Background: an optimization exercise with open tools, aiming at small area and a short achievable clock period. Do not read the settings as production practice. Where RTL was checked, it was by simulation tests only, not by an equivalence proof against the original. Function not checked in runs 1, 2, 4 and 5: the RTL went through the layout flow alone. Power is estimated from default activity; no workload was simulated.

==> config.mk <==
export PLATFORM = sky130hd
export DESIGN_NAME = fault_mem_cfg
export DESIGN_NICKNAME = fault_mem_cfg
export VERILOG_FILES = /design/flow/design.v
export SDC_FILE = /design/flow/constraint.sdc
export NUM_CORES = 4
export LEC_CHECK = 0
export CAP_MARGIN = 20
export CELL_PAD_IN_SITES_DETAIL_PLACEMENT = 2
export CELL_PAD_IN_SITES_GLOBAL_PLACEMENT = 4
export CORE_MARGIN = 2
export CORE_UTILIZATION = 25
export PLACE_DENSITY = 0.35
export SLEW_MARGIN = 20
==> constraint.sdc <==
create_clock -name core_clock -period 24.0 [get_ports {clk}]
set_input_delay 4.8000 -clock core_clock [delete_from_list [all_inputs] [get_ports {clk}]]
set_output_delay 4.8000 -clock core_clock [all_outputs]
set_load 0.01 [all_outputs]
==> design.v <==
module fault_mem_cfg #(
  parameter int DATA_WIDTH = 8,
  parameter int ADDR_WIDTH = 4,
  parameter int CAPACITY   = 16,
  parameter int NUM_FAULTS = 4,
  parameter int IDX_WIDTH  = 2,
  parameter int BIT_WIDTH  = 3
) (
  input  logic                  clk,
  input  logic                  rst,
  input  logic                  write_read,
  input  logic [ADDR_WIDTH-1:0] address,
  input  logic [DATA_WIDTH-1:0] wdata,
  output logic [DATA_WIDTH-1:0] rdata,
  input  logic                  cfg_we,
  input  logic [IDX_WIDTH-1:0]  cfg_idx,
  input  logic [2:0]            cfg_type,
  input  logic [ADDR_WIDTH-1:0] cfg_vaddr,
  input  logic [BIT_WIDTH-1:0]  cfg_vbit,
  input  logic [ADDR_WIDTH-1:0] cfg_aaddr,
  input  logic [BIT_WIDTH-1:0]  cfg_abit,
  output logic                  fault_hit
);
  localparam int NF = 4;
  localparam int NW = 16;
  localparam int DW = 8;
  logic [NF-1:0][2:0] type_q;
  logic [NF-1:0][3:0] vaddr_q;
  logic [NF-1:0][2:0] vbit_q;
  logic [NF-1:0][3:0] aaddr_q;
  logic [NF-1:0][2:0] abit_q;
  logic       ld_q;
  logic [1:0] ldi_q;
  logic [3:0] ld_vaddr_q, ld_aaddr_q;
  logic [2:0] ld_vbit_q, ld_abit_q;
  logic [NF-1:0] flip_q, flip_d;
  logic [NF-1:0] cvv_q, cup_q, cdn_q, cag_q;
  logic [NF-1:0] cvv_d, cup_d, cdn_d, cag_d;
  logic [NW-1:0][DW-1:0] mem_q;
  logic [NW-1:0][DW-1:0] mem_d;
  logic [NW-1:0][DW-1:0] golden_q;
  logic [NW-1:0][DW-1:0] golden_d;
  logic [DW-1:0] wdata1_q;
  logic [DW-1:0] rdata1_q;
  logic [DW-1:0] rdata1_d;
  logic [DW-1:0] rdata_q;
  logic          fhw_q;           
  logic          fhw_d;
  logic [DW-1:0] fhr_q;           
  logic [DW-1:0] fhr_d;
  assign rdata     = rdata_q;
  assign fault_hit = fhw_q | (|fhr_q);
  logic [NF-1:0][NW-1:0] vw1h;    
  logic [NF-1:0][DW-1:0] vb1h;    
  logic [NF-1:0][DW-1:0] ab1h;    
  logic [NF-1:0][3:0]    nu, nd;  
  logic [NF-1:0]         wdv;     
  logic [NF-1:0]         wda;     
  logic [NF-1:0][NF-1:0] beq;     
  logic [NF-1:0][NF-1:0] same;    
  logic [NF-1:0][NF-1:0] rup;     
  logic [NF-1:0][NF-1:0] rdn;     
  logic [NF-1:0][NF-1:0] rag;     
  logic [NF-1:0][NF-1:0] aeq;     
  logic [NF-1:0]         d;       
  logic [NF-1:0]         sa_on;   
  logic [NF-1:0]         sa_val;  
  logic [NF-1:0]         tog;     
  logic [NF-1:0]         cfs;     
  logic [NF-1:0]         hcf;     
  logic [NF-1:0]         e;       
  logic [NF-1:0]         first;   
  always_comb begin
    for (int i = 0; i < NF; i++) begin
      for (int w = 0; w < NW; w++) vw1h[i][w] = (vaddr_q[i] == 4'(w));
      for (int b = 0; b < DW; b++) vb1h[i][b] = (vbit_q[i] == 3'(b));
      nu[i]  = vaddr_q[i] + 4'd1;
      nd[i]  = vaddr_q[i] - 4'd1;
      for (int b = 0; b < DW; b++) ab1h[i][b] = (abit_q[i] == 3'(b));
      wdv[i] = |(wdata1_q & vb1h[i]);
      wda[i] = |(wdata1_q & ab1h[i]);
    end
    for (int i = 0; i < NF; i++) begin
      beq[i][i]  = 1'b1;
      same[i][i] = 1'b1;
      rup[i][i]  = 1'b0;
      rdn[i][i]  = 1'b0;
      for (int j = i + 1; j < NF; j++) begin
        beq[i][j]  = (vbit_q[j] == vbit_q[i]);
        beq[j][i]  = beq[i][j];
        same[i][j] = (vaddr_q[j] == vaddr_q[i]) && beq[i][j];
        same[j][i] = same[i][j];
        aeq[i][j]  = (aaddr_q[j] == aaddr_q[i]);
      end
    end
    for (int i = 0; i < NF; i++) begin
      for (int j = 0; j < NF; j++) begin
        if (j != i) begin
          rup[i][j] = (vaddr_q[j] == nu[i]) && beq[i][j];
          rdn[j][i] = rup[i][j];
        end
        rag[i][j] = (vaddr_q[j] == aaddr_q[i]) && (vbit_q[j] == abit_q[i]);
      end
    end
  end
  logic [NF-1:0] vv, up, dn, ag;
  always_comb begin
    logic [NW-1:0] lv1h, la1h;
    logic [DW-1:0] lb1h, lab1h;
    logic [NW-1:0] lcv, lca;
    logic          lvv, lup, ldn, lag;
    for (int w = 0; w < NW; w++) begin
      lv1h[w] = (ld_vaddr_q == 4'(w));
      la1h[w] = (ld_aaddr_q == 4'(w));
    end
    for (int b = 0; b < DW; b++) begin
      lb1h[b]  = (ld_vbit_q == 3'(b));
      lab1h[b] = (ld_abit_q == 3'(b));
    end
    for (int w = 0; w < NW; w++) begin
      lcv[w] = |(mem_q[w] & lb1h);
      lca[w] = |(mem_q[w] & lab1h);
    end
    lvv = |(lcv & lv1h) ^ (^(flip_q & same[ldi_q]));
    lup = |(lcv & {lv1h[NW-2:0], lv1h[NW-1]}) ^ (^(flip_q & rup[ldi_q]));
    ldn = |(lcv & {lv1h[0], lv1h[NW-1:1]}) ^ (^(flip_q & rdn[ldi_q]));
    lag = |(lca & la1h) ^ (^(flip_q & rag[ldi_q]));
    for (int i = 0; i < NF; i++) begin
      if (ld_q && (ldi_q == 2'(i))) begin
        vv[i] = lvv; up[i] = lup; dn[i] = ldn; ag[i] = lag;
      end else begin
        vv[i] = cvv_q[i]; up[i] = cup_q[i]; dn[i] = cdn_q[i]; ag[i] = cag_q[i];
      end
    end
  end
  always_comb begin
    for (int i = 0; i < NF; i++) begin
      logic v;
      v         = wdv[i];
      sa_on[i]  = 1'b0;
      sa_val[i] = 1'b0;
      for (int j = 0; j < NF; j++) begin
        if (same[i][j]) begin
          case (type_q[j])
            3'd1: begin v = 1'b0; sa_on[i] = 1'b1; sa_val[i] = 1'b0; end
            3'd2: begin v = 1'b1; sa_on[i] = 1'b1; sa_val[i] = 1'b1; end
            3'd3: if (!vv[j] && wdv[i]) v = 1'b0;
            3'd4: if (vv[j] && !wdv[i]) v = 1'b1;
            3'd7: if (up[j] && !dn[j]) v = 1'b0;
            default: ;
          endcase
        end
      end
      d[i]   = v ^ wdv[i];
      tog[i] = (type_q[i] == 3'd5) || (wda[i] ^ vv[i]);
      cfs[i] = ((type_q[i] == 3'd5) || (type_q[i] == 3'd6)) &&
               !(vaddr_q[i] == aaddr_q[i]) && (ag[i] ^ wda[i]);
      hcf[i] = cfs[i] && tog[i];
    end
    for (int i = 0; i < NF; i++) begin
      first[i] = 1'b1;
      for (int j = 0; j < i; j++) if (same[i][j]) first[i] = 1'b0;
    end
    for (int i = 0; i < NF; i++) begin
      e[i] = hcf[i];
      for (int j = i + 1; j < NF; j++)
        if (same[i][j] && cfs[j] && aeq[i][j]) e[i] = 1'b0;
    end
  end
  logic          wr_op;
  logic          rd_op;
  logic [NW-1:0] wsel;
  logic [DW-1:0] r0;
  logic [DW-1:0] ga;
  logic [NF-1:0] vm, am, um, dm;
  logic [NF-1:0] etog;
  logic [DW-1:0] ovr;
  logic [DW-1:0] setb;
  logic [DW-1:0] rd_eff;
  logic [NF-1:0] fn;
  logic          wr_hit;
  logic [DW-1:0] fl;
  logic [NF-1:0] cs;
  logic          cflag;
  logic [NW-1:0] cw;
  logic [DW-1:0] cb;
  always_comb begin
    wr_op = write_read && !rst;
    rd_op = !write_read && !rst;
    for (int w = 0; w < NW; w++) wsel[w] = (address == 4'(w));
    for (int b = 0; b < DW; b++) begin
      r0[b] = 1'b0;
      ga[b] = 1'b0;
      for (int w = 0; w < NW; w++) begin
        r0[b] = r0[b] | (wsel[w] & mem_q[w][b]);
        ga[b] = ga[b] | (wsel[w] & golden_q[w][b]);
      end
    end
    for (int i = 0; i < NF; i++) begin
      vm[i]   = (vaddr_q[i] == address);
      am[i]   = (aaddr_q[i] == address);
      um[i]   = (nu[i] == address);
      dm[i]   = (nd[i] == address);
      etog[i] = wr_op && am[i] && e[i];
    end
    for (int b = 0; b < DW; b++) begin
      ovr[b]  = 1'b0;
      setb[b] = 1'b0;
      for (int i = 0; i < NF; i++) begin
        ovr[b]  = ovr[b]  | (vm[i] & vb1h[i][b] & sa_on[i]);
        setb[b] = setb[b] | (vm[i] & vb1h[i][b] & sa_on[i] & sa_val[i]);
      end
    end
    for (int b = 0; b < DW; b++) begin
      fl[b] = 1'b0;
      for (int i = 0; i < NF; i++) fl[b] = fl[b] ^ (vm[i] & vb1h[i][b] & flip_q[i]);
    end
    rd_eff = ((r0 ^ fl) & ~ovr) | setb;
    for (int i = 0; i < NF; i++) begin
      cs[i] = cfg_we && !rst && (cfg_idx == 2'(i));
      fn[i] = (wr_op && vm[i]) ? (d[i] & first[i]) : (flip_q[i] ^ etog[i]);
      flip_d[i] = cs[i] ? 1'b0 : fn[i];
    end
    cflag = |(cs & fn);
    wr_hit = |(vm & d) || |(am & hcf);
    for (int w = 0; w < NW; w++) begin
      cw[w] = 1'b0;
      for (int i = 0; i < NF; i++) cw[w] = cw[w] | (cs[i] & vw1h[i][w]);
      cw[w] = cw[w] & cflag;
    end
    for (int b = 0; b < DW; b++) begin
      cb[b] = 1'b0;
      for (int i = 0; i < NF; i++) cb[b] = cb[b] | (cs[i] & vb1h[i][b]);
    end
    for (int w = 0; w < NW; w++) begin
      for (int b = 0; b < DW; b++) begin
        mem_d[w][b] = ((wr_op && wsel[w]) ? wdata1_q[b] : mem_q[w][b]) ^ (cw[w] & cb[b]);
      end
      golden_d[w] = (wr_op && wsel[w]) ? wdata1_q : golden_q[w];
    end
    for (int i = 0; i < NF; i++) begin
      logic tv, tu, tn, ta, cu, cn, ca;
      tv = 1'b0; tu = 1'b0; tn = 1'b0; ta = 1'b0;
      cu = 1'b0; cn = 1'b0; ca = 1'b0;
      for (int j = 0; j < NF; j++) begin
        tv = tv | (same[i][j] & etog[j]);
        tu = tu | (rup[i][j] & etog[j]);
        tn = tn | (rdn[i][j] & etog[j]);
        ta = ta | (rag[i][j] & etog[j]);
        cu = cu | (rup[i][j] & d[j]);
        cn = cn | (rdn[i][j] & d[j]);
        ca = ca | (rag[i][j] & d[j]);
      end
      cvv_d[i] = (wr_op && vm[i]) ? (wdv[i] ^ d[i]) : (vv[i] ^ tv);
      cup_d[i] = (wr_op && um[i]) ? (wdv[i] ^ cu)   : (up[i] ^ tu);
      cdn_d[i] = (wr_op && dm[i]) ? (wdv[i] ^ cn)   : (dn[i] ^ tn);
      cag_d[i] = (wr_op && am[i]) ? (wda[i] ^ ca)   : (ag[i] ^ ta);
    end
    rdata1_d    = rd_op ? rd_eff : rdata1_q;
    fhw_d = wr_op && wr_hit;
    fhr_d = rd_op ? (rd_eff ^ ga) : '0;
  end
  always_ff @(posedge clk) begin
    if (rst) begin
      wdata1_q    <= '0;
      rdata1_q    <= '0;
      rdata_q     <= '0;
      fhw_q       <= 1'b0;
      fhr_q       <= '0;
      type_q      <= '0;
      ld_q        <= 1'b0;
    end else begin
      wdata1_q    <= wdata;
      rdata1_q    <= rdata1_d;
      rdata_q     <= rdata1_q;
      fhw_q       <= fhw_d;
      fhr_q       <= fhr_d;
      ld_q        <= cfg_we;
      if (cfg_we) begin
        type_q[cfg_idx]  <= cfg_type;
        vaddr_q[cfg_idx] <= cfg_vaddr;
        vbit_q[cfg_idx]  <= cfg_vbit;
        aaddr_q[cfg_idx] <= cfg_aaddr;
        abit_q[cfg_idx]  <= cfg_abit;
      end
    end
  end
  always_ff @(posedge clk) begin
    mem_q    <= mem_d;
    golden_q <= golden_d;
    ldi_q      <= cfg_idx;
    ld_vaddr_q <= cfg_vaddr;
    ld_vbit_q  <= cfg_vbit;
    ld_aaddr_q <= cfg_aaddr;
    ld_abit_q  <= cfg_abit;
    flip_q   <= flip_d;
    cvv_q    <= cvv_d;
    cup_q    <= cup_d;
    cdn_q    <= cdn_d;
    cag_q    <= cag_d;
  end
endmodule
==> flow/run.sh <==
#!/bin/bash
# Layout flow: the standard ORFS flow with two changes.
#  1. Technology mapping uses an area-oriented ABC script (flow/area.abc) in
#     place of ORFS's delay-oriented one. Everything else in synthesis is the
#     standard script, so the registers are the standard synthesis's.
#  2. repair_timing aims for a setup slack of SETUP_MARGIN ns, so paths far
#     shorter than the clock period are still tightened.
set -euo pipefail
SETUP_MARGIN=${SETUP_MARGIN:-17}
here=$(pwd)
rm -rf "$here/orfs_scripts"
cp -r "$FLOW_HOME/scripts" "$here/orfs_scripts"
cp "$here/flow/area.abc" "$here/orfs_scripts/abc_speed.script"
bash standard.sh SCRIPTS_DIR="$here/orfs_scripts" SETUP_SLACK_MARGIN=$SETUP_MARGIN finish > standard_flow.log 2>&1
==> flow/area.abc <==
strash
&get -n
&dch -f
&nf -p
&put
==> standard.sh <==
#!/bin/bash
# synth_recipe.tcl (not shown) runs the flow's synth.tcl, then flattens the netlist and writes it again
# the make line also repeats each setting of config.mk as NAME=value (left out here)
make -C /OpenROAD-flow-scripts/flow DESIGN_CONFIG=/design/flow/config.mk WORK_HOME=/design/flow/orfs CLKGATE_MAP_FILE= SYNTH_SCRIPT=/design/flow/synth_recipe.tcl "${@:-finish}"
==> results of run 1 <==
==> worst reg2reg max path, delay by kind of cell (launching register included) <==
kind	cells	cell delay, ns
buffers and inverters	8	1.47
flip-flops	1	0.32
AND/OR/NAND/NOR	7	1.95
AO/OA/AOI/OAI	9	2.54
XOR/XNOR	3	0.82
==> worst paths after layout <==
| check | to | cells after the start | slack, ns | startpoint |
|---|---|---|---|---|
| worst max-delay path | fhr_q[6]$_SDFF_PP0_ | 18 | 16.23 | address[1] |
| worst min register to register | rdata1_q[0]$_SDFFE_PP0P_ | 2 | 0.46 | rdata1_q[0]$_SDFFE_PP0P_ |
| worst min-delay path | rdata1_q[0]$_SDFFE_PP0P_ | 2 | 0.46 | rdata1_q[0]$_SDFFE_PP0P_ |
| worst max register to register | mem_q[71]$_DFF_P_ | 27 | 16.85 | ld_vbit_q[0]$_DFF_P_ |
==> routing by layer <==
| layer | global-route usage | vias to the layer above | part of all wire |
|---|---|---|---|
| li1 | - | 11616 | - |
| met1 | 0.381 | 14415 | 0.42 |
| met2 | 0.528 | 831 | 0.49 |
| met3 | 0.0279 | 293 | 0.040 |
| met4 | 0.139 | 0 | 0.052 |
| met5 | 0 | - | 0 |
==> metrics by stage <==
stage	utilization	hold slack, ns
detailed placement	0.285	0.440
floorplan	-	0.417
CTS	0.328	0.458
global placement	0.285	0.435
finish	0.351	0.456
global route	0.351	0.487
==> logic make-up after synthesis <==
group / count (synthesis)
and+or+nand+nor: 998
AOI/OAI and AO/OA: 624
xor gates and xnor gates: 482
DFF: 394
muxes: 146
buffers and inverters: 64
adders and majority gates: 27
==> cells in the mapped netlist, drive strengths merged, types with 12 or more instances <==
master     n  area (µm²)
mux2i    138        1380
a31oi     13        81.3
nor2     127         477
nand3    129         646
nand4     68         425
or3       13        81.3
a22oi    107         803
clkinv    64         240
a2111oi   13         114
nand2    272        1020
o32ai     13         114
nor4bb    23         230
nor3      99         495
dfxtp    210        4200
nor3b     20         150
a21oi     68         340
xnor3     13         293
nand2b    25         156
a222oi   109        1090
and3      21         131
xnor2    199        1740
nor2b     52         325
a221oi    23         201
ha        27         338
nand3b    16         120
a22o      24         210
and2      35         219
xor2     269        2360
nor4      50         313
o21ai     70         350
o311ai    59         517
edfxtp   184        5530
nor4b     12         105
o22ai     38         238
==> flip-flops by register name (all words and copies together), names as in the netlist, 8 cells and up <==
name and count:
type_q 12, abit_q 12, aaddr_q 16, mem_q 128
fhr_q 8, golden_q 128, rdata_q 8, rdata1_q 8
vaddr_q 16, vbit_q 12, wdata1_q 8
==> power breakdown <==
group	internal, mW	leakage, nW	switching, mW	total, mW
registers	0.754	3.59	0.0872	0.841
clock network	0.502	0.891	0.360	0.862
logic	0.185	7.71	0.309	0.494
total	1.44	12.2	0.756	2.20
==> repair_timing <==
action | in CTS | in global routing
resized for setup | 350 | 310
buffers inserted | 91 | 65
endpoints found under the setup margin | 234 | 152
gates cloned | 21 | 6
pin swaps | 116 | 152
==> final cells by class <==
| cell class | count | area [µm²] |
|---|---|---|
| inverters | 64 | 241 |
| clock buffers | 72 | 1490 |
| well taps | 1380 | 1730 |
| fillers | 11134 | 67400 |
| clock inverters | 26 | 369 |
| flip-flops and latches | 394 | 9740 |
| repair buffers | 335 | 3630 |
| multi-input cells | 2284 | 19300 |
==> reports/qor.yml, run 1 <==
status: "timing/DRC/antenna clean"
powerDensity_nw_per_um2: 60.2
ioPinCount: 44
portBuffers: 43
crit_path_max_incr_delay_ns: 0.39
cts_inserted_buffers: 54
drtIter0Drc: 2471
dieWidth_um: 328
die_h_um: 328
p_total_mw: 2.20
drive_gt1_frac: 0.232
ys_seq_area_frac: 0.370
tritoncts: "done"
maxCapViolCount: 0
rsz0062_at_grt: "yes"
synth_xor_area_frac: 0.168
setup_viol: 0
crit_path_top_delay_cell: "or3_4"
grt_pass1_wl_um: 233000
htreeDepth: 2
synth_top_family_by_area: "simple AND/OR/NAND/NOR gates"
synth_cell_types: 68
ir_worst_vdd_mv: 0.0585
final_cell_mix: "xor2_1 (253), nand2_1 (245), dfxtp_1 (199)"
core_um2: 104000
initial_core_util: 0.253
drc: 0
relSlewSlack: 0.231
wl_per_cell_um: 37.3
grt_usage: 0.304
yosys.area_share.simple: 0.197
place_congestion: 0.929
dr_total_vias: 27155
placed_cell_area_um2: 29600
hold_violations: 0
setup_tns_ns: 0
cp.arrival_ns: 8.30
min_path_type: "reg2reg"
firstDrtPassIters: 7
ys_async_sr_fraction: 0
clk_pin_slew_ns: 0.06
yosys_most_used_dff: "dfxtp_1"
cts-root-buf: "clkbuf_16"
placed_cells: 4274
path_max_fanout: 4
vias_per_cell: 5.96
ys_seq_elements: 394
place_ws_ns: 14.28
hpwl_um: 115000
p_leak_nw: 12.2
cts_sinks: 394
ys_warn_count: 1
worst_pin_slew_ns: 1.15
nets: 3195
clk-insertion-delay-late_ns: 0.70
mostFrequentLayoutCell: "xor2_1"
critPathLaunchType: "input pin"
synth_edf_count: 184
synth.cell_area_um2: 26300
dieArea_um2: 108000
cts_hold_buf: 0
worstSetupPathType: "in2reg"
post_synth.cell_area_avg_um2: 9.62
final_antenna_net_count: 0
fin_cells: 4555
post-route-period-util: 0.324
grt_pass1_vias: 28464
post-route-cell-area_um2: 36500
fin_worst_skew_ns: 0.0618
path_delay_family: "compound AO/OA/AOI/OAI gates"
area_growth_pct: 38.8
end_kind: "flop"
fin_ws_ns: 16.23
required_ns: 24.54
row_count: 118
crit_buf_inv: 4
synth_compound_area_frac: 0.183
synthCells: 2735
max_freq_mhz: 129
finalMaxSlewViolations: 0
diodes: 0
grt_max_degree: 62
synth_fa_ha_area_frac: 0.0128
finalCriticalPeriod_ns: 7.77
cpMostUsedCell: "a221o_1"
synth_fp_nets: 2797
crit_path_cell_trace: "buf_6 > buf_12 > buf_12 > nand2b_4 > nor3_4 > buf_12 > a222oi_1 > nand4_1 > a221o_1 > a221o_1 > a221o_1 > a221o_1 > a221oi_4 > xnor2_1 > o22ai_1 > or3_4 > xor2_1 > nor2_1"
clk_path_buf_depth: 3
grt_overflow: 0
grt_antenna_before_repair: 2
wl_um: 170000
muxShareOfSynthArea: 0.0594
==> run 2, diff against run 1 <==
==> flow/area.abc (replaced) <==
strash
&get -n
&dch -f
&nf -R 1000 -p
&put
==> run 2 against run 1 <==
Critical path type unchanged. Register-to-register slack worse by 0.12 ns. Still clean on timing, DRC and antenna. Wire length is 8.9% lower. Critical path depth stayed put. Die area is 2.9% lower. Combinational power is 9.5% lower. Worst setup slack worse by 0.23 ns. Clock power is 2.9% lower. Global-route usage is 1.3 points lower. First-iteration DRC count is 9.6% lower. Largest power group unchanged. Synthesized area is 2.9% lower. Sequential share of layout area is 2.1 points higher.
==> reports/qor.yml, run 2 <==
p_switching_uw: 700
r2r_slack_ns: 16.73
post-route-cell-area_um2: 33900
placed_cell_area_um2: 29100
yosys.cell_count.top_type: "nand2_1"
drtIter0Drc: 2234
synth_compound_area_frac: 0.180
max_freq_mhz: 125
place_congestion: 0.885
grt_pass1_vias: 27431
post_synth.cell_area_avg_um2: 9.27
dieWidth_um: 324
top_regs: "golden_q: 128 flops, mem_q: 128 flops"
grt_antenna_before_repair: 5
wl_per_cell_um: 34.3
vias_per_cell: 5.68
cp.arrival_ns: 8.51
pwr-share-comb: 0.212
p_leak_nw: 12.1
synth_fa_ha_area_frac: 0.0132
multi_input_area_um2: 17300
grt_pass1_wl_um: 216000
muxShareOfSynthArea: 0.0592
p_total_mw: 2.11
ys_seq_elements: 394
firstDrtPassIters: 9
regToRegEndpoint: "mem_q[97]$_DFF_P_"
synth_top_area_frac: 0.216
register_area_um2: 9740
htreeDepth: 2
worst_hold_path.endpoint: "rdata1_q[0]$_SDFFE_PP0P_"
hpwl_um: 109000
status: "timing/DRC/antenna clean"
synth_xor_area_frac: 0.163
clk_path_buf_depth: 3
ys_warn_count: 1
cts-root-buf: "clkbuf_16"
swShare: 0.331
crit_path_top_delay_cell: "a221o_2"
hold_depth: 2
post-route-period-util: 0.333
area_growth_pct: 32.6
required_ns: 24.52
clk-insertion-delay-late_ns: 0.66
yosys-top-cells-area: "edfxtp_1 (22%), dfxtp_1 (16%), xor2_1 (9.1%)"
synth_top_family_by_area: "simple AND/OR/NAND/NOR gates"
setup_viol: 0
core_um2: 101000
portBuffers: 43
hp-start: "rdata1_q[0]$_SDFFE_PP0P_"
ioPinCount: 44
yosys-top-cells-count: "nand2_1 (362), xor2_1 (264), xnor2_1 (212)"
ir_worst_vdd_mv: 0.0517
p_seq_frac: 0.392
hold_ws_ns: 0.457
ys_async_sr_fraction: 0
row_count: 117
cpMostUsedCell: "a221o_1"
nets: 3172
synth_fp_nets: 2816
initial_core_util: 0.252
die_h_um: 324
p_int_mw: 1.41
critPathLaunchType: "input pin"
yosys_most_used_dff: "dfxtp_1"
mostFrequentLayoutCell: "nand2_1"
end_kind: "flop"
final_cell_mix: "nand2_1 (292), xor2_1 (254), dfxtp_1 (199), buf_4 (199), xnor2_1 (194)"
synthCells: 2754
synth_edf_count: 184
wl_um: 155000
cts_sinks: 394
powerDensity_nw_per_um2: 62.4
worst_pin_slew_ns: 1.22
dieArea_um2: 105000
final_antenna_net_count: 0
worstSetupPathType: "in2reg"
cts_inserted_buffers: 53
clk_pin_slew_ns: 0.06
crit_path_cell_trace: "buf_6 > buf_12 > buf_8 > nand2_2 > nor3_2 > buf_4 > nand2_1 > nand4_1 > a221o_2 > a221o_1 > a221o_1 > a221o_1 > a221oi_4 > xnor2_1 > o22ai_1 > or3_4 > xor2_1 > nor2_1"
synth.cell_area_um2: 25500
fin_worst_skew_ns: 0.0499
fill_cells: 11078
relSlewSlack: 0.187
r2r_cells: 34
grt_max_degree: 41
utilization: 0.334
grt_overflow: 0
maxCapViolCount: 0
synth_cell_types: 58
drive_gt1_frac: 0.209
crit_path_max_incr_delay_ns: 0.42
grt_usage: 0.292
yosys.area_share.simple: 0.191
setup_tns_ns: 0
min_path_type: "reg2reg"
finalMaxSlewViolations: 0
finalCriticalPeriod_ns: 7.99
drc: 0
p_clk_frac: 0.396
hold_violations: 0
tritoncts: "done"
path_max_fanout: 17
rsz0062_at_grt: "yes"
crit-reg2reg-launch: "ld_vbit_q[0]$_DFF_P_"
synth_top_cell_by_area: "edfxtp_1"
ys_seq_area_frac: 0.381
dr_total_vias: 25680
[run 2: worst max-delay path: cells and delay by family]
family          cells  cell delay [ns]
compound gates      6             1.79
buf+inv             4             0.61
simple gates        6             0.97
xor+xnor            2             0.32
[run 2: repair_timing]
item                                   CTS  global route
endpoints found under the hold margin    0             0
hold buffers                             0             0
resized for setup                      224           200
setup buffers                           93            38
cloned                                   4             1
pin swaps                              118           112
setup endpoints to repair              288           164
[run 2: area by class of cell]
class                           instances  share of cell area
Sequential cell                       394               0.288
Tap cell                             1368              0.0506
Timing Repair Buffer                  300              0.0856
Inverter                               84             0.00957
Antenna cell                            1           0.0000739
Clock buffer                           74              0.0457
Multi-Input combinational cell       2277               0.512
Clock inverter                         25             0.00850
[run 2: worst max-delay path by stage]
stage | from | end | cells after the start
finish | address[1] | fhr_q[6]$_SDFF_PP0_ | 18
global route | address[1] | fhr_q[6]$_SDFF_PP0_ | 18
CTS | address[1] | fhr_q[6]$_SDFF_PP0_ | 18
detailed placement | cfg_idx[0] | mem_q[100]$_DFF_P_ | 11
global placement | cfg_idx[0] | mem_q[10]$_DFF_P_ | 11
floorplan | address[1] | fhr_q[6]$_SDFF_PP0_ | 14
[run 2: cell families after synthesis]
kind of cell / count (synthesis)
AND/OR/NAND/NOR: 1021
flip-flops: 394
buffers and inverters: 84
adder cells (fa/ha/maj): 27
AO/OA/AOI/OAI: 611
XOR/XNOR: 476
multiplexers: 141
[run 2: per-layer routing]
metal  wire length, µm  vias to the layer above  GRT usage  share of wire
li1                  -                    11199          -              -
met1             63100                    13486      0.348           0.41
met2             78200                      726      0.523           0.50
met3              5820                      269     0.0334          0.038
met4              7790                        0      0.133          0.050
met5                 0                        -          0              0
[run 2: stage by stage]
step / setup slack (ns) / cells
floorplan: 16.55 / 2754
global placement: 14.25 / 4287
detailed placement: 14.24 / 4287
CTS: 15.95 / 4483
global route: 15.95 / 4522
finish: 16.01 / 4523
[run 2: power groups by stage]
stage / clock [mW] / combinational (mW) / sequential (mW)
floorplan: 0 / 0.211 / 0.817
global placement: 0 / 0.382 / 0.842
detailed placement: 0 / 0.391 / 0.843
CTS: 0.858 / 0.426 / 0.827
global route: 0.886 / 0.475 / 0.833
finish: 0.837 / 0.447 / 0.829
==> run 3, diff against run 2 <==
--- a/design.v
+++ b/design.v
@@ -189,12 +189,13 @@
     rd_op = !write_read && !rst;
     for (int w = 0; w < NW; w++) wsel[w] = (address == 4'(w));
     for (int b = 0; b < DW; b++) begin
-      r0[b] = 1'b0;
-      ga[b] = 1'b0;
+      logic [NW-1:0] mcol, gcol;
       for (int w = 0; w < NW; w++) begin
-        r0[b] = r0[b] | (wsel[w] & mem_q[w][b]);
-        ga[b] = ga[b] | (wsel[w] & golden_q[w][b]);
+        mcol[w] = mem_q[w][b];
+        gcol[w] = golden_q[w][b];
       end
+      r0[b] = |(wsel & mcol);
+      ga[b] = |(wsel & gcol);
     end
     for (int i = 0; i < NF; i++) begin
       vm[i]   = (vaddr_q[i] == address);
==> run 3 against run 2 <==
Worst setup slack better by 0.72 ns. Global-route usage is 0.38 points higher. Still clean on timing, DRC and antenna. Largest power group unchanged. Critical path type unchanged. Design area is 0.85% lower.
==> reports/qor.yml, run 3 <==
die_h_um: 323
hold_ws_ns: 0.458
initial_core_util: 0.251
dieWidth_um: 323
core_um2: 101000
nets: 3159
cp.arrival_ns: 7.79
placed_cell_area_um2: 28700
dieArea_um2: 104000
p_total_mw: 2.11
finalMaxSlewViolations: 0
grt_antenna_before_repair: 4
end_kind: "flop"
post-route-period-util: 0.303
final_cell_mix: "nand2_1 (271), xnor2_1 (254), xor2_1 (217)"
dr_total_vias: 25750
ys_seq_area_frac: 0.382
crit_buf_inv: 4
htreeDepth: 2
synth_edf_count: 184
grt_max_degree: 62
synth_cell_types: 56
max_freq_mhz: 138
path_delay_family: "simple AND/OR/NAND/NOR gates"
ioPinCount: 44
grt_pass1_vias: 27335
worst_pin_slew_ns: 1.13
wl_per_cell_um: 34.5
p_leak_nw: 11.5
drc: 0
vias_per_cell: 5.70
clk_path_buf_depth: 3
ys_warn_count: 1
drtIter0Drc: 2182
area_growth_pct: 31.9
relSlewSlack: 0.246
synth_fp_nets: 2809
cts_hold_buf: 0
mostFrequentLayoutCell: "nand2_1"
synth.cell_area_um2: 25400
yosys.cell_count.top_type: "nand2_1"
ir_worst_vdd_mv: 0.0558
tritoncts: "done"
grt_overflow: 0
setup_tns_ns: 0
utilization: 0.331
clk-insertion-delay-late_ns: 0.68
drive_gt1_frac: 0.203
setup_viol: 0
grt_pass1_wl_um: 218000
yosys-top-cells-count: "nand2_1 (302), xnor2_1 (269), nor2_1 (265)"
cts-root-buf: "clkbuf_16"
powerDensity_nw_per_um2: 62.9
synth_top_cell_by_area: "edfxtp_1"
portBuffers: 43
clk_pin_slew_ns: 0.06
hpwl_um: 109000
r2r_slack_ns: 16.95
worstSetupPathType: "in2reg"
row_count: 117
post-route-cell-area_um2: 33600
place_congestion: 0.864
top_regs: "golden_q: 128 flops, mem_q: 128 flops"
hold_violations: 0
cts_sinks: 394
critPathLaunchType: "input pin"
yosys_most_used_dff: "dfxtp_1"
synthCells: 2749
min_path_type: "reg2reg"
crit_path_top_delay_cell: "a222oi_1"
grt_usage: 0.295
rsz0062_at_grt: "yes"
ys_seq_elements: 394
firstDrtPassIters: 7
fin_worst_skew_ns: 0.0471
cts_inserted_buffers: 54
finalCriticalPeriod_ns: 7.27
maxCapViolCount: 0
post_synth.cell_area_avg_um2: 9.25
required_ns: 24.51
final_antenna_net_count: 0
crit_path_max_incr_delay_ns: 0.66
wl_um: 156000
ys_async_sr_fraction: 0
synth_top_area_frac: 0.217
path_max_fanout: 7
yosys-top-cells-area: "edfxtp_1 (22%), dfxtp_1 (17%), xnor2_1 (9.3%)"
status: "timing/DRC/antenna clean"
crit_path_cell_trace: "buf_6 > buf_12 > buf_12 > nand2b_4 > nor3_2 > buf_6 > a222oi_1 > nand4_1 > nor2_4 > xnor2_2 > a21oi_1 > nand4_1 > o21ai_2 > nor2_2 > and3_1 > nor3_1"
-- run 3: changes by cell type after synthesis, moves of 9 or more --
cell      previous run  this run
nor2_1             195       265
nand2_1            362       302
xnor2_1            212       269
xor2_1             264       220
and2_0              32        17
a222oi_1           112        98
o21ai_0             74        88
o31ai_1             12         1
o22ai_1             54        64
a21oi_1             78        69
clkinv_1            84        75
-- run 3: area by class of cell --
class,instances,area [µm²]
Clock buffer,71,1510
Fill cell,11093,67700
Tap cell,1368,1710
Multi-Input combinational cell,2283,17300
Inverter,75,287
Sequential cell,394,9750
Clock inverter,29,310
Antenna cell,3,7.51
Timing Repair Buffer,291,2690
-- run 3: per-layer routing --
metal | vias to the layer above | share of wire | GRT usage
li1 | 11167 | - | -
met2 | 803 | 0.49 | 0.517
met3 | 282 | 0.042 | 0.0324
met4 | 0 | 0.054 | 0.140
met1 | 13498 | 0.41 | 0.361
met5 | - | 0 | 0
-- run 3: repair_timing --
action,in CTS,in global routing
endpoints found under the setup margin,261,150
cloned,7,0
gates resized for setup,324,121
setup buffers,80,58
hold endpoints to repair,0,0
pin swaps,151,102
-- run 3: worst paths after layout --
check	start	cells after the start	to
setup / recovery	address[2]	16	fhr_q[3]$_SDFF_PP0_
hold / removal	rdata1_q[2]$_SDFFE_PP0P_	2	rdata1_q[2]$_SDFFE_PP0P_
setup reg to reg	ld_abit_q[0]$_DFF_P_	26	mem_q[62]$_DFF_P_
hold reg to reg	rdata1_q[2]$_SDFFE_PP0P_	2	rdata1_q[2]$_SDFFE_PP0P_
-- run 3: metrics by stage --
stage,setup WS [ns],cells
finish,16.73,4514
global route,16.70,4511
CTS,16.76,4453
detailed placement,14.68,4266
global placement,14.18,4265
floorplan,16.90,2749
-- run 3: report_power, final --
group          switching [mW]  internal, mW  total, mW
Sequential             0.0747         0.754      0.828
Clock                   0.354         0.487      0.842
Combinational           0.278         0.165      0.443
Total                   0.707          1.41       2.11
-- run 3: cells by family (layout without fill, tap and decap cells) --
kind of cell,after synthesis,after routing,share of synthesized area
compound gates,593,593,0.172
fa+ha+maj,25,25,0.0123
simple gates,1029,1032,0.193
mux,144,144,0.0606
buf+inv,75,466,0.0111
flops,394,394,0.382
other cells,0,3,0
xor+xnor,489,489,0.168
-- run 3: tightest hold or removal path, delay by kind of cell, from the launching register on --
| kind | cells | cell delay [ns] |
|---|---|---|
| AOI/OAI and AO/OA | 1 | 0.06 |
| DFF | 1 | 0.32 |
| and+or+nand+nor | 1 | 0.05 |
==> run 4, diff against run 3 <==
--- a/design.v
+++ b/design.v
@@ -34,6 +34,9 @@
   logic [3:0] ld_vaddr_q, ld_aaddr_q;
   logic [2:0] ld_vbit_q, ld_abit_q;
   logic [NF-1:0] flip_q, flip_d;
+  logic       pc_q, pc_d;
+  logic [3:0] pcw_q;
+  logic [2:0] pcb_q;
   logic [NF-1:0] cvv_q, cup_q, cdn_q, cag_q;
   logic [NF-1:0] cvv_d, cup_d, cdn_d, cag_d;
   logic [NW-1:0][DW-1:0] mem_q;
@@ -121,10 +124,14 @@
       lcv[w] = |(mem_q[w] & lb1h);
       lca[w] = |(mem_q[w] & lab1h);
     end
-    lvv = |(lcv & lv1h) ^ (^(flip_q & same[ldi_q]));
-    lup = |(lcv & {lv1h[NW-2:0], lv1h[NW-1]}) ^ (^(flip_q & rup[ldi_q]));
-    ldn = |(lcv & {lv1h[0], lv1h[NW-1:1]}) ^ (^(flip_q & rdn[ldi_q]));
-    lag = |(lca & la1h) ^ (^(flip_q & rag[ldi_q]));
+    lvv = |(lcv & lv1h) ^ (^(flip_q & same[ldi_q])) ^
+          (pc_q && (pcw_q == ld_vaddr_q) && (pcb_q == ld_vbit_q));
+    lup = |(lcv & {lv1h[NW-2:0], lv1h[NW-1]}) ^ (^(flip_q & rup[ldi_q])) ^
+          (pc_q && (pcw_q == ld_vaddr_q + 4'd1) && (pcb_q == ld_vbit_q));
+    ldn = |(lcv & {lv1h[0], lv1h[NW-1:1]}) ^ (^(flip_q & rdn[ldi_q])) ^
+          (pc_q && (pcw_q == ld_vaddr_q - 4'd1) && (pcb_q == ld_vbit_q));
+    lag = |(lca & la1h) ^ (^(flip_q & rag[ldi_q])) ^
+          (pc_q && (pcw_q == ld_aaddr_q) && (pcb_q == ld_abit_q));
     for (int i = 0; i < NF; i++) begin
       if (ld_q && (ldi_q == 2'(i))) begin
         vv[i] = lvv; up[i] = lup; dn[i] = ldn; ag[i] = lag;
@@ -176,12 +183,12 @@
   logic [NF-1:0] etog;
   logic [DW-1:0] ovr;
   logic [DW-1:0] setb;
-  logic [DW-1:0] rd_eff;
   logic [NF-1:0] fn;
   logic          wr_hit;
   logic [DW-1:0] fl;
   logic [NF-1:0] cs;
-  logic          cflag;
+  logic [DW-1:0] rsel;
+  logic [DW-1:0] ralt;
   logic [NW-1:0] cw;
   logic [DW-1:0] cb;
   always_comb begin
@@ -213,29 +220,21 @@
       end
     end
     for (int b = 0; b < DW; b++) begin
-      fl[b] = 1'b0;
+      fl[b] = pc_q && (pcw_q == address) && (pcb_q == 3'(b));
       for (int i = 0; i < NF; i++) fl[b] = fl[b] ^ (vm[i] & vb1h[i][b] & flip_q[i]);
     end
-    rd_eff = ((r0 ^ fl) & ~ovr) | setb;
     for (int i = 0; i < NF; i++) begin
       cs[i] = cfg_we && !rst && (cfg_idx == 2'(i));
       fn[i] = (wr_op && vm[i]) ? (d[i] & first[i]) : (flip_q[i] ^ etog[i]);
       flip_d[i] = cs[i] ? 1'b0 : fn[i];
     end
-    cflag = |(cs & fn);
+    pc_d = |(cs & fn);
     wr_hit = |(vm & d) || |(am & hcf);
-    for (int w = 0; w < NW; w++) begin
-      cw[w] = 1'b0;
-      for (int i = 0; i < NF; i++) cw[w] = cw[w] | (cs[i] & vw1h[i][w]);
-      cw[w] = cw[w] & cflag;
-    end
-    for (int b = 0; b < DW; b++) begin
-      cb[b] = 1'b0;
-      for (int i = 0; i < NF; i++) cb[b] = cb[b] | (cs[i] & vb1h[i][b]);
-    end
+    for (int w = 0; w < NW; w++) cw[w] = pc_q && (pcw_q == 4'(w));
+    for (int b = 0; b < DW; b++) cb[b] = (pcb_q == 3'(b));
     for (int w = 0; w < NW; w++) begin
       for (int b = 0; b < DW; b++) begin
-        mem_d[w][b] = ((wr_op && wsel[w]) ? wdata1_q[b] : mem_q[w][b]) ^ (cw[w] & cb[b]);
+        mem_d[w][b] = (wr_op && wsel[w]) ? wdata1_q[b] : (mem_q[w][b] ^ (cw[w] & cb[b]));
       end
       golden_d[w] = (wr_op && wsel[w]) ? wdata1_q : golden_q[w];
     end
@@ -257,9 +256,13 @@
       cdn_d[i] = (wr_op && dm[i]) ? (wdv[i] ^ cn)   : (dn[i] ^ tn);
       cag_d[i] = (wr_op && am[i]) ? (wda[i] ^ ca)   : (ag[i] ^ ta);
     end
-    rdata1_d    = rd_op ? rd_eff : rdata1_q;
+    for (int b = 0; b < DW; b++) begin
+      rsel[b] = rd_op && !ovr[b];
+      ralt[b] = (rd_op && ovr[b]) ? setb[b] : rdata1_q[b];
+    end
+    rdata1_d = (rsel & (r0 ^ fl)) | (~rsel & ralt);
     fhw_d = wr_op && wr_hit;
-    fhr_d = rd_op ? (rd_eff ^ ga) : '0;
+    fhr_d = (rsel & (r0 ^ ga ^ fl)) | ({DW{rd_op}} & ovr & (setb ^ ga));
   end
   always_ff @(posedge clk) begin
     if (rst) begin
@@ -270,6 +273,7 @@
       fhr_q       <= '0;
       type_q      <= '0;
       ld_q        <= 1'b0;
+      pc_q        <= 1'b0;
     end else begin
       wdata1_q    <= wdata;
       rdata1_q    <= rdata1_d;
@@ -277,6 +281,7 @@
       fhw_q       <= fhw_d;
       fhr_q       <= fhr_d;
       ld_q        <= cfg_we;
+      pc_q        <= pc_d;
       if (cfg_we) begin
         type_q[cfg_idx]  <= cfg_type;
         vaddr_q[cfg_idx] <= cfg_vaddr;
@@ -295,6 +300,8 @@
     ld_aaddr_q <= cfg_aaddr;
     ld_abit_q  <= cfg_abit;
     flip_q   <= flip_d;
+    pcw_q    <= vaddr_q[cfg_idx];
+    pcb_q    <= vbit_q[cfg_idx];
     cvv_q    <= cvv_d;
     cup_q    <= cup_d;
     cdn_q    <= cdn_d;
==> run 4 against run 3 <==
Worst hold slack improved by 0.017 ns. Flip-flop and latch count rose by 8. Cell count increased by 3.1%. Synthesized area up 0.66%. Maximum frequency is 4.2% higher. Combinational power grew 14%.
==> reports/qor.yml, run 4 <==
end_kind: "flop"
clk-insertion-delay-late_ns: 0.68
finalCriticalPeriod_ns: 6.98
fin_worst_skew_ns: 0.0526
portBuffers: 43
tritoncts: "done"
path_delay_family: "buffers and inverters"
cts_hold_buf: 0
vias_per_cell: 5.70
area_growth_pct: 27.7
synth_cell_types: 57
max_freq_mhz: 143
grt_usage: 0.287
top_regs: "golden_q: 128 flops, mem_q: 128 flops"
cts_inserted_buffers: 54
yosys.cell_count.top_type: "nand2_1"
drtIter0Drc: 2173
worst_pin_slew_ns: 1.15
row_count: 117
cp.arrival_ns: 7.54
fin_cells: 4652
crit_path_top_delay_cell: "a222oi_1"
drive_gt1_frac: 0.150
diodes: 0
path_max_fanout: 16
status: "timing/DRC/antenna clean"
post-route-period-util: 0.291
setup_viol: 0
yosys-top-cells-count: "nand2_1 (397), xnor2_1 (321), nor2_1 (283)"
grt_pass1_vias: 27823
ys_seq_elements: 402
ioPinCount: 44
synth_top_cell_by_area: "edfxtp_1"
synth_fp_nets: 2947
r2r_slack_ns: 17.32
crit_path_cell_trace: "buf_2 > buf_12 > buf_12 > buf_12 > nor3_2 > buf_4 > a222oi_1 > and3_1 > nand4_1 > xnor2_2 > xnor2_2 > nor2_1 > a221oi_2 > nor2_1"
critPathLaunchType: "input pin"
initial_core_util: 0.252
grt_max_degree: 41
crit_path_max_incr_delay_ns: 0.36
place_congestion: 0.895
dieWidth_um: 324
synthCells: 2895
grt_antenna_before_repair: 1
hold_ws_ns: 0.475
post-route-cell-area_um2: 32700
post_synth.cell_area_avg_um2: 8.85
wl_um: 153000
clk_path_buf_depth: 3
cts_sinks: 402
wl_per_cell_um: 32.8
ys_async_sr_fraction: 0
final_cell_mix: "nand2_1 (394), xnor2_1 (298), nor2_1 (276)"
required_ns: 24.56
hpwl_um: 109000
place_ws_ns: 14.96
utilization: 0.321
synth.cell_area_um2: 25600
yosys-top-cells-area: "edfxtp_1 (22%), dfxtp_1 (17%), xnor2_1 (11%)"
p_total_mw: 2.32
fill_cells: 11384
crit_buf_inv: 5
drc: 0
rsz0062_at_grt: "yes"
synth_edf_count: 184
ys_seq_area_frac: 0.386
mostFrequentLayoutCell: "nand2_1"
p_leak_nw: 10.8
clk_pin_slew_ns: 0.06
worstSetupPathType: "in2reg"
setup_tns_ns: 0
finalMaxSlewViolations: 0
dr_total_vias: 26509
placed_cell_area_um2: 28800
powerDensity_nw_per_um2: 70.8
die_h_um: 324
cpMostUsedCell: "buf_12"
ys_warn_count: 1
grt_overflow: 0
cts-root-buf: "clkbuf_16"
dieArea_um2: 105000
hold_violations: 0
ir_worst_vdd_mv: 0.0491
core_um2: 102000
nets: 3290
maxCapViolCount: 0
final_antenna_net_count: 0
grt_pass1_wl_um: 215000
firstDrtPassIters: 7
yosys_most_used_dff: "dfxtp_1"
fin_ws_ns: 17.02
htreeDepth: 2
synth_top_area_frac: 0.216
min_path_type: "reg2reg"
relSlewSlack: 0.224
placed_cells: 4415
[run 4: changes by cell type in the layout (fill, tap and decap cells not counted), sizes merged, moves of 13 or more]
cell    before  now
xor2       220  197
o22ai       64   77
xnor2      269  321
o32ai       17    2
a22oi      102   57
a21oi       69  118
mux2i      136    6
nand2      302  397
clkbuf      71   89
nand3       92  119
nor2       266  283
nor4        30   57
nor3        91   60
o21ai       88  179
[run 4: timing repair]
action / 4_1_cts / 5_1_grt
setup endpoints to repair: 123 / 48
pin swaps: 29 / 39
gates cloned: 2 / 0
gates resized for setup: 98 / 71
buffers inserted: 66 / 67
[run 4: layer usage]
metal | track usage | wire length (µm) | vias up
met4 | 0.112 | 6480 | 0
li1 | - | - | 11612
met2 | 0.520 | 77800 | 725
met1 | 0.345 | 62800 | 13914
met5 | 0 | 0 | -
met3 | 0.0310 | 5730 | 258
[run 4: final cells by class]
cell class / instances / area [µm²] / area share
multi-input combinational: 2419 / 16300 / 0.500
sequential: 402 / 9900 / 0.303
timing repair buffer: 287 / 2570 / 0.0785
tap: 1368 / 1710 / 0.0523
clock buffer: 85 / 1600 / 0.0489
inverter: 74 / 294 / 0.00899
clock inverter: 17 / 290 / 0.00888
[run 4: path summary, 6_finish.rpt]
kind / start / end / depth (start not counted)
max: address[2] / flop / 14
min reg2reg: flop / rdata_q[7]$_SDFF_PP0_ / 1
min: flop / rdata_q[7]$_SDFF_PP0_ / 1
max reg2reg: vbit_q[8]$_DFFE_PP_ / cag_q[3]$_DFF_P_ / 30
[run 4: where the power goes]
part | internal [mW] | switching (mW)
Clock | 0.514 | 0.349
Sequential | 0.800 | 0.147
Combinational | 0.200 | 0.307
Total | 1.51 | 0.803
[run 4: cell families after synthesis]
family | Yosys count | share of synthesized area
and+or+nand+nor | 1164 | 0.214
AOI/OAI and AO/OA | 699 | 0.188
xor gates and xnor gates | 518 | 0.177
DFF | 402 | 0.386
buffers and inverters | 74 | 0.0108
muxes | 21 | 0.0155
adders and majority gates | 17 | 0.00831
==> run 5, diff against run 4 <==
==> config.mk (replaced) <==
export PLATFORM = sky130hd
export DESIGN_NAME = fault_mem_cfg
export DESIGN_NICKNAME = fault_mem_cfg
export VERILOG_FILES = /design/flow/design.v
export SDC_FILE = /design/flow/constraint.sdc
export NUM_CORES = 4
export LEC_CHECK = 0
export CAP_MARGIN = 20
export CELL_PAD_IN_SITES_DETAIL_PLACEMENT = 1
export CELL_PAD_IN_SITES_GLOBAL_PLACEMENT = 2
export CORE_MARGIN = 2
export CORE_UTILIZATION = 45
export PLACE_DENSITY = 0.6
export SLEW_MARGIN = 20
==> run 5 against run 4 <==
Still clean on timing, DRC and antenna. Via count up 5.1%. Combinational power down 4.9%. Power down 4.7%. Critical path type unchanged. Largest power group unchanged.
==> reports/qor.yml, run 5 <==
dieArea_um2: 58800
setup_tns_ns: 0
cts-root-buf: "clkbuf_16"
ir_worst_vdd_mv: 0.0601
die_h_um: 243
ys_seq_area_frac: 0.386
grt_pass1_vias: 27941
portBuffers: 43
utilization: 0.556
place_ws_ns: 15.53
grt_max_degree: 62
finalMaxSlewViolations: 0
crit_path_max_incr_delay_ns: 0.59
crit-reg2reg-launch: "vbit_q[3]$_DFFE_PP_"
final_cell_mix: "nand2_1 (395), xnor2_1 (310), nor2_1 (270)"
relSlewSlack: 0.224
ys_warn_count: 1
r2r_slack_ns: 17.22
max_freq_mhz: 141
register_area_um2: 9900
grt_overflow: 0
core_um2: 56300
grt_antenna_before_repair: 2
crit_path_top_delay_cell: "a222oi_1"
multi_input_area_um2: 16200
r2r_cells: 30
yosys.cell_count.top_type: "nand2_1"
path_delay_family: "simple AND/OR/NAND/NOR gates"
yosys-top-cells-area: "edfxtp_1 (22%), dfxtp_1 (17%), xnor2_1 (11%)"
clk-insertion-delay-late_ns: 0.64
p_leak_nw: 10.4
yosys_most_used_dff: "dfxtp_1"
fin_worst_skew_ns: 0.0448
end_kind: "flop"
post-route-period-util: 0.295
cts_inserted_buffers: 47
setup_viol: 0
fill_cells: 6526
tritoncts: "done"
grt_pass1_wl_um: 190000
drc: 0
place_congestion: 1.03
regToRegEndpoint: "cag_q[3]$_DFF_P_"
synth_edf_count: 184
fin_ws_ns: 16.91
hpwl_um: 88600
cp.depth: 13
area_growth_pct: 22.1
synth_top_cell_by_area: "edfxtp_1"
maxCapViolCount: 0
placed_cells: 3778
top_regs: "golden_q: 128 flops, mem_q: 128 flops"
required_ns: 24.52
finalCriticalPeriod_ns: 7.09
cts_sinks: 402
worst_pin_slew_ns: 1.16
htreeDepth: 2
clk_path_buf_depth: 3
cp.arrival_ns: 7.60
cts_hold_buf: 0
post_synth.cell_area_avg_um2: 8.85
grt_usage: 0.433
initial_core_util: 0.455
synth_top_area_frac: 0.216
crit_path_cell_trace: "clkdlybuf4s15_2 > buf_12 > nand2_4 > nor3_2 > buf_6 > a222oi_1 > and3_1 > nand4_1 > xor2_1 > xnor2_1 > nor2_1 > a221oi_2 > nor2_1"
final_antenna_net_count: 0
wl_per_cell_um: 33.2
drive_gt1_frac: 0.136
synth.cell_area_um2: 25600
ys_async_sr_fraction: 0
dr_total_vias: 27874
synth_fp_nets: 2947
mostFrequentLayoutCell: "nand2_1"
dieWidth_um: 243
crit_buf_inv: 3
row_count: 87
firstDrtPassIters: 10
synth_cell_types: 57
nets: 3250
rsz0062_at_grt: "yes"
critPathLaunchType: "input pin"
p_total_mw: 2.21
drtIter0Drc: 3812
worstSetupPathType: "in2reg"
synthCells: 2895
yosys-top-cells-count: "nand2_1 (397), xnor2_1 (321), nor2_1 (283)"
ys_seq_elements: 402
cpMostUsedCell: "nor2_1"
fin_cells: 3996
status: "timing/DRC/antenna clean"
hold_violations: 0
path_max_fanout: 16
cp-startpoint: "address[2]"
vias_per_cell: 6.98
ioPinCount: 44
wl_um: 132000
powerDensity_nw_per_um2: 70.6
min_path_type: "reg2reg"
clk_pin_slew_ns: 0.07
[run 5: timing repair]
item                       CTS  global route
cloned                       4             2
resized for setup           84            62
pin swaps                   18            25
setup buffers               74            47
setup endpoints to repair  158            44
[run 5: worst min-delay path by stage]
stage | from | end | depth (start not counted)
final | flop | flop | 2
after global routing | flop | rdata_q[2]$_SDFF_PP0_ | 1
after CTS | flop | flop | 2
after detailed placement | flop | flop | 2
after global placement | flop | flop | 2
after floorplan | flop | flop | 2
[run 5: area by class of cell]
type | instances | area share
Clock buffer | 60 | 0.0431
Inverter | 74 | 0.00888
Sequential cell | 402 | 0.317
Multi-Input combinational cell | 2420 | 0.519
Clock inverter | 28 | 0.0100
Timing Repair Buffer | 253 | 0.0714
Antenna cell | 3 | 0.000240
Tap cell | 756 | 0.0302
[run 5: where the power goes]
| part | internal [mW] | switching [mW] |
|---|---|---|
| Clock | 0.436 | 0.334 |
| Combinational | 0.190 | 0.292 |
| Sequential | 0.799 | 0.156 |
| Total | 1.43 | 0.782 |
[run 5: stage by stage]
step | cell area, µm² | hold slack [ns]
floorplan | 25600 | 0.426
global placement | 27800 | 0.466
detailed placement | 27800 | 0.465
CTS | 30600 | 0.487
global route | 31300 | 0.512
finish | 31300 | 0.491
[run 5: layer usage]
| metal | vias to the layer above | wire (µm) | GRT usage |
|---|---|---|---|
| met3 | 690 | 12700 | 0.0874 |
| met4 | 0 | 12100 | 0.329 |
| met1 | 13720 | 46900 | 0.498 |
| met5 | - | 0 | 0 |
| li1 | 11535 | - | - |
| met2 | 1929 | 60700 | 0.710 |
[run 5: logic make-up (layout without fill, tap and decap cells)]
kind of cell | after synthesis | in the layout | share of synthesized area
flip-flops | 402 | 402 | 0.386
buffers and inverters | 74 | 415 | 0.0108
XOR/XNOR | 518 | 518 | 0.177
multiplexers | 21 | 21 | 0.0155
AND/OR/NAND/NOR | 1164 | 1165 | 0.214
adder cells (fa/ha/maj) | 17 | 17 | 0.00831
other | 0 | 3 | 0
AO/OA/AOI/OAI | 699 | 699 | 0.188
[run 5: worst register-to-register path: cells and delay by family, from the launching register on]
kind / cells / cell delay, ns
AOI/OAI and AO/OA: 12 / 1.87
and+or+nand+nor: 6 / 1.28
DFF: 1 / 0.54
buffers and inverters: 5 / 1.26
muxes: 1 / 0.19
xor gates and xnor gates: 6 / 1.49
==> run 6, diff against run 5 <==
--- a/design.v
+++ b/design.v
@@ -188,7 +188,7 @@
   logic [DW-1:0] fl;
   logic [NF-1:0] cs;
   logic [DW-1:0] rsel;
-  logic [DW-1:0] ralt;
+  logic [DW-1:0] rval;
   logic [NW-1:0] cw;
   logic [DW-1:0] cb;
   always_comb begin
@@ -258,9 +258,9 @@
     end
     for (int b = 0; b < DW; b++) begin
       rsel[b] = rd_op && !ovr[b];
-      ralt[b] = (rd_op && ovr[b]) ? setb[b] : rdata1_q[b];
+      rval[b] = ovr[b] ? setb[b] : (r0[b] ^ fl[b]);
     end
-    rdata1_d = (rsel & (r0 ^ fl)) | (~rsel & ralt);
+    rdata1_d = rd_op ? rval : rdata1_q;
     fhw_d = wr_op && wr_hit;
     fhr_d = (rsel & (r0 ^ ga ^ fl)) | ({DW{rd_op}} & ovr & (setb ^ ga));
   end
--- a/flow/run.sh
+++ b/flow/run.sh
@@ -6,7 +6,7 @@
 #  2. repair_timing aims for a setup slack of SETUP_MARGIN ns, so paths far
 #     shorter than the clock period are still tightened.
 set -euo pipefail
-SETUP_MARGIN=${SETUP_MARGIN:-17}
+SETUP_MARGIN=${SETUP_MARGIN:-17.5}
 here=$(pwd)
 rm -rf "$here/orfs_scripts"
 cp -r "$FLOW_HOME/scripts" "$here/orfs_scripts"
==> config.mk (replaced) <==
export PLATFORM = sky130hd
export DESIGN_NAME = fault_mem_cfg
export DESIGN_NICKNAME = fault_mem_cfg
export VERILOG_FILES = /design/flow/design.v
export SDC_FILE = /design/flow/constraint.sdc
export NUM_CORES = 4
export LEC_CHECK = 0
export CAP_MARGIN = 20
export CELL_PAD_IN_SITES_DETAIL_PLACEMENT = 2
export CELL_PAD_IN_SITES_GLOBAL_PLACEMENT = 4
export CORE_MARGIN = 2
export CORE_UTILIZATION = 25
export PLACE_DENSITY = 0.35
export SLEW_MARGIN = 20
==> run 6 against run 5 <==
Flip-flop and latch count is the same. Still clean. Global-route usage shrank 14 points. Clock power grew 13%. Sequential power shrank 1%. Highest routed layer unchanged. Largest cell class unchanged. Maximum frequency grew 3.7%. Sequential share of layout area shrank 2.3 points. First-iteration DRC count shrank 43%. Non-clock buffer count grew 72. Combinational power grew 12%. Via count shrank 5.1%. Clock-buffer cell count grew 9.
==> reports/qor.yml, run 6 <==
status: "timing/DRC/antenna clean"
synth_edf_count: 184
row_count: 117
hold_ws_ns: 0.452
htreeDepth: 2
grt_max_degree: 60
dr_total_vias: 26460
crit_path_max_incr_delay_ns: 0.47
rsz0062_at_grt: "yes"
regToRegEndpoint: "cvv_q[1]$_DFF_P_"
cts-root-buf: "clkbuf_16"
yosys-top-cells-count: "nand2_1 (380), xnor2_1 (282), nor2_1 (280)"
crit_path_cell_trace: "buf_12 > buf_12 > buf_8 > nand2b_4 > nor2_4 > a222oi_1 > and3_1 > nand4_1 > xnor2_2 > xnor2_1 > nand4_1 > and3_4 > xnor2_2 > nor2_1"
drive_gt1_frac: 0.180
min_path_type: "reg2reg"
initial_core_util: 0.252
die_h_um: 324
finalMaxSlewViolations: 0
p_int_mw: 1.53
worstSetupPathType: "in2reg"
worst_hold_path.endpoint: "rdata1_q[7]$_SDFFE_PP0P_"
p_seq_frac: 0.401
post-route-period-util: 0.285
wl_per_cell_um: 33.1
cp.arrival_ns: 7.36
wl_um: 155000
fin_worst_skew_ns: 0.0571
final_antenna_net_count: 0
powerDensity_nw_per_um2: 69.7
hold_violations: 0
synth_top_cell_by_area: "edfxtp_1"
place_congestion: 0.890
path_delay_family: "simple AND/OR/NAND/NOR gates"
finalCriticalPeriod_ns: 6.84
synth_fp_nets: 2929
drc: 0
grt_overflow: 0
maxCapViolCount: 0
max_freq_mhz: 146
swShare: 0.348
area_growth_pct: 32.3
mostFrequentLayoutCell: "nand2_1"
cts_sinks: 402
ys_warn_count: 1
post_synth.cell_area_avg_um2: 8.87
final_cell_mix: "nand2_1 (370), nor2_1 (261), xnor2_1 (254)"
relSlewSlack: 0.178
vias_per_cell: 5.66
yosys.cell_count.top_type: "nand2_1"
synth_cell_types: 57
critPathLaunchType: "input pin"
crit_path_top_delay_cell: "a222oi_1"
grt_pass1_wl_um: 218000
grt_usage: 0.291
grt_pass1_vias: 28052
p_clk_frac: 0.370
r2r_slack_ns: 17.74
core_um2: 101000
grt_antenna_before_repair: 4
clk_pin_slew_ns: 0.06
cts_inserted_buffers: 52
nets: 3313
drtIter0Drc: 2186
worst_pin_slew_ns: 1.22
synth_top_area_frac: 0.217
dieArea_um2: 105000
yosys_most_used_dff: "dfxtp_1"
p_leak_nw: 11.3
ys_seq_elements: 402
hpwl_um: 107000
clk-insertion-delay-late_ns: 0.68
top_regs: "golden_q: 128 flops, mem_q: 128 flops"
required_ns: 24.53
tritoncts: "done"
firstDrtPassIters: 8
dieWidth_um: 324
path_max_fanout: 8
pwr-share-comb: 0.229
yosys-top-cells-area: "edfxtp_1 (22%), dfxtp_1 (17%), xnor2_1 (9.7%)"
crit_buf_inv: 3
synthCells: 2877
setup_viol: 0
synth.cell_area_um2: 25500
portBuffers: 43
hp-start: "rdata1_q[7]$_SDFFE_PP0P_"
clk_path_buf_depth: 3
hold_depth: 2
ioPinCount: 44
crit-reg2reg-launch: "vaddr_q[9]$_DFFE_PP_"
ir_worst_vdd_mv: 0.0493
p_switching_uw: 818
setup_tns_ns: 0
ys_async_sr_fraction: 0
r2r_cells: 24
ys_seq_area_frac: 0.388
end_kind: "flop"
-- run 6: changes by cell type after synthesis, moves of 6 or more --
cell	delta
xnor2_1	-39
nand3_1	-15
nor4_1	-13
or4_1	-6
a222oi_1	-13
xor2_1	+47
o22ai_1	+11
nor3_1	+10
nand4_1	+14
nand2_1	-17
-- run 6: worst register-to-register path, stage by stage (launching register included) --
cell	delay (ns)
edfxtp_1	0.40
buf_4	0.19
buf_4	0.22
xnor2_1	0.20
nand4_1	0.25
nor4_1	0.99
a22oi_1	0.16
o21ai_0	0.16
o21ai_0	0.12
xor2_1	0.20
xnor2_1	0.18
xnor2_2	0.40
nor2_1	0.09
a21oi_1	0.31
o2111ai_1	0.20
a21oi_2	0.46
clkinv_1	0.23
nor3_1	0.42
nor4_4	0.11
buf_6	0.16
a221oi_1	0.23
o21ai_0	0.16
xor2_1	0.17
nor2_1	0.10
a21oi_1	0.05
-- run 6: area by class of cell --
type	instances	area (µm²)
fillers	11233	67700
multi-input cells	2409	17000
flip-flops and latches	402	9900
repair buffers	325	3040
well taps	1368	1710
clock buffers	69	1410
clock inverters	28	462
inverters	71	272
diodes	4	10.0
-- run 6: metal layers --
layer,share of wire,vias to the layer above,wire [µm],GRT usage
li1,-,11604,-,-
met1,0.41,13927,64200,0.351
met2,0.51,675,79000,0.532
met3,0.034,254,5310,0.0293
met4,0.041,0,6290,0.111
met5,0,-,0,0
-- run 6: how the worst max path moves through the flow --
stage | startpoint | cells past startpoint | end
finish | address[1] | 14 | fhr_q[5]$_SDFF_PP0_
global route | address[3] | 13 | fhr_q[5]$_SDFF_PP0_
CTS | address[1] | 15 | fhr_q[1]$_SDFF_PP0_
detailed placement | address[2] | 12 | fhr_q[5]$_SDFF_PP0_
global placement | address[2] | 11 | fhr_q[6]$_SDFF_PP0_
floorplan | address[2] | 11 | fhr_q[5]$_SDFF_PP0_
-- run 6: timing repair --
item | 4_1_cts | 5_1_grt
gates resized for setup | 154 | 100
setup buffers | 141 | 45
pin swaps | 63 | 53
endpoints found under the setup margin | 227 | 100
cloned | 9 | 3
hold buffers | 0 | 0
-- run 6: per-stage QoR --
| stage | instance area [µm²] | instances | utilization | total power, mW | worst slack, ns |
|---|---|---|---|---|---|
| global placement | 28900 | 4375 | 0.284 | 1.40 | 15.53 |
| floorplan | 26000 | 2877 | - | 1.16 | 17.30 |
| finish | 33800 | 4676 | 0.333 | 2.35 | 17.16 |
| global route | 33800 | 4672 | 0.333 | 2.44 | 17.07 |
| detailed placement | 28900 | 4376 | 0.285 | 1.42 | 15.45 |
| CTS | 32900 | 4623 | 0.324 | 2.35 | 17.22 |
-- run 6: power by group through the flow --
| stage | Combinational, mW | Sequential [mW] | Clock (mW) |
|---|---|---|---|
| floorplan | 0.264 | 0.896 | 0 |
| detailed placement | 0.455 | 0.962 | 0 |
| global placement | 0.442 | 0.961 | 0 |
| CTS | 0.518 | 0.940 | 0.888 |
| finish | 0.539 | 0.943 | 0.871 |
| global route | 0.576 | 0.949 | 0.915 |
-- run 6: kinds of logic after synthesis --
group	share of synthesized area
AOI/OAI and AO/OA	0.186
muxes	0.0156
xor gates and xnor gates	0.181
buffers and inverters	0.0104
adders and majority gates	0.00833
and+or+nand+nor	0.212
DFF	0.388

[port drivers added, routing unchanged]
The flow's constraints put no driver on any port. The routed layouts listed below were extracted and timed again, unchanged, in two steps.
Step 1, drivers: a clkbuf_16 drives clk and a buf_2 each remaining input, both assumed.
Step 2 moves the port delays by t, midway between the first and last clock arrival at a register: inputs arrive t later, outputs are due t later. That takes back most of the time a late clock gives input paths.
a / b / c = ideal ports / drivers / drivers and shift; a / b = the first two.
| run | t (ns) | setup WS [ns] | pins driven straight from the clock port |
|---|---|---|---|
| run 1 | 0.736 | 16.233 / 16.272 / 15.536 | 1 |
| run 2 | 0.702 | 16.006 / 16.038 / 15.336 | 1 |
| run 3 | 0.730 | 16.727 / 16.761 / 16.030 | 1 |
| run 4 | 0.724 | 17.020 / 17.034 / 16.310 | 1 |
| run 5 | 0.683 | 16.911 / 16.954 / 16.270 | 1 |
| run 6 | 0.724 | 17.162 / 17.185 / 16.460 | 1 |
After both steps every run listed still meets setup and hold. The setup slack of run 4, which loses most, moves by +0.014 ns with the drivers and by -0.710 ns with both steps.
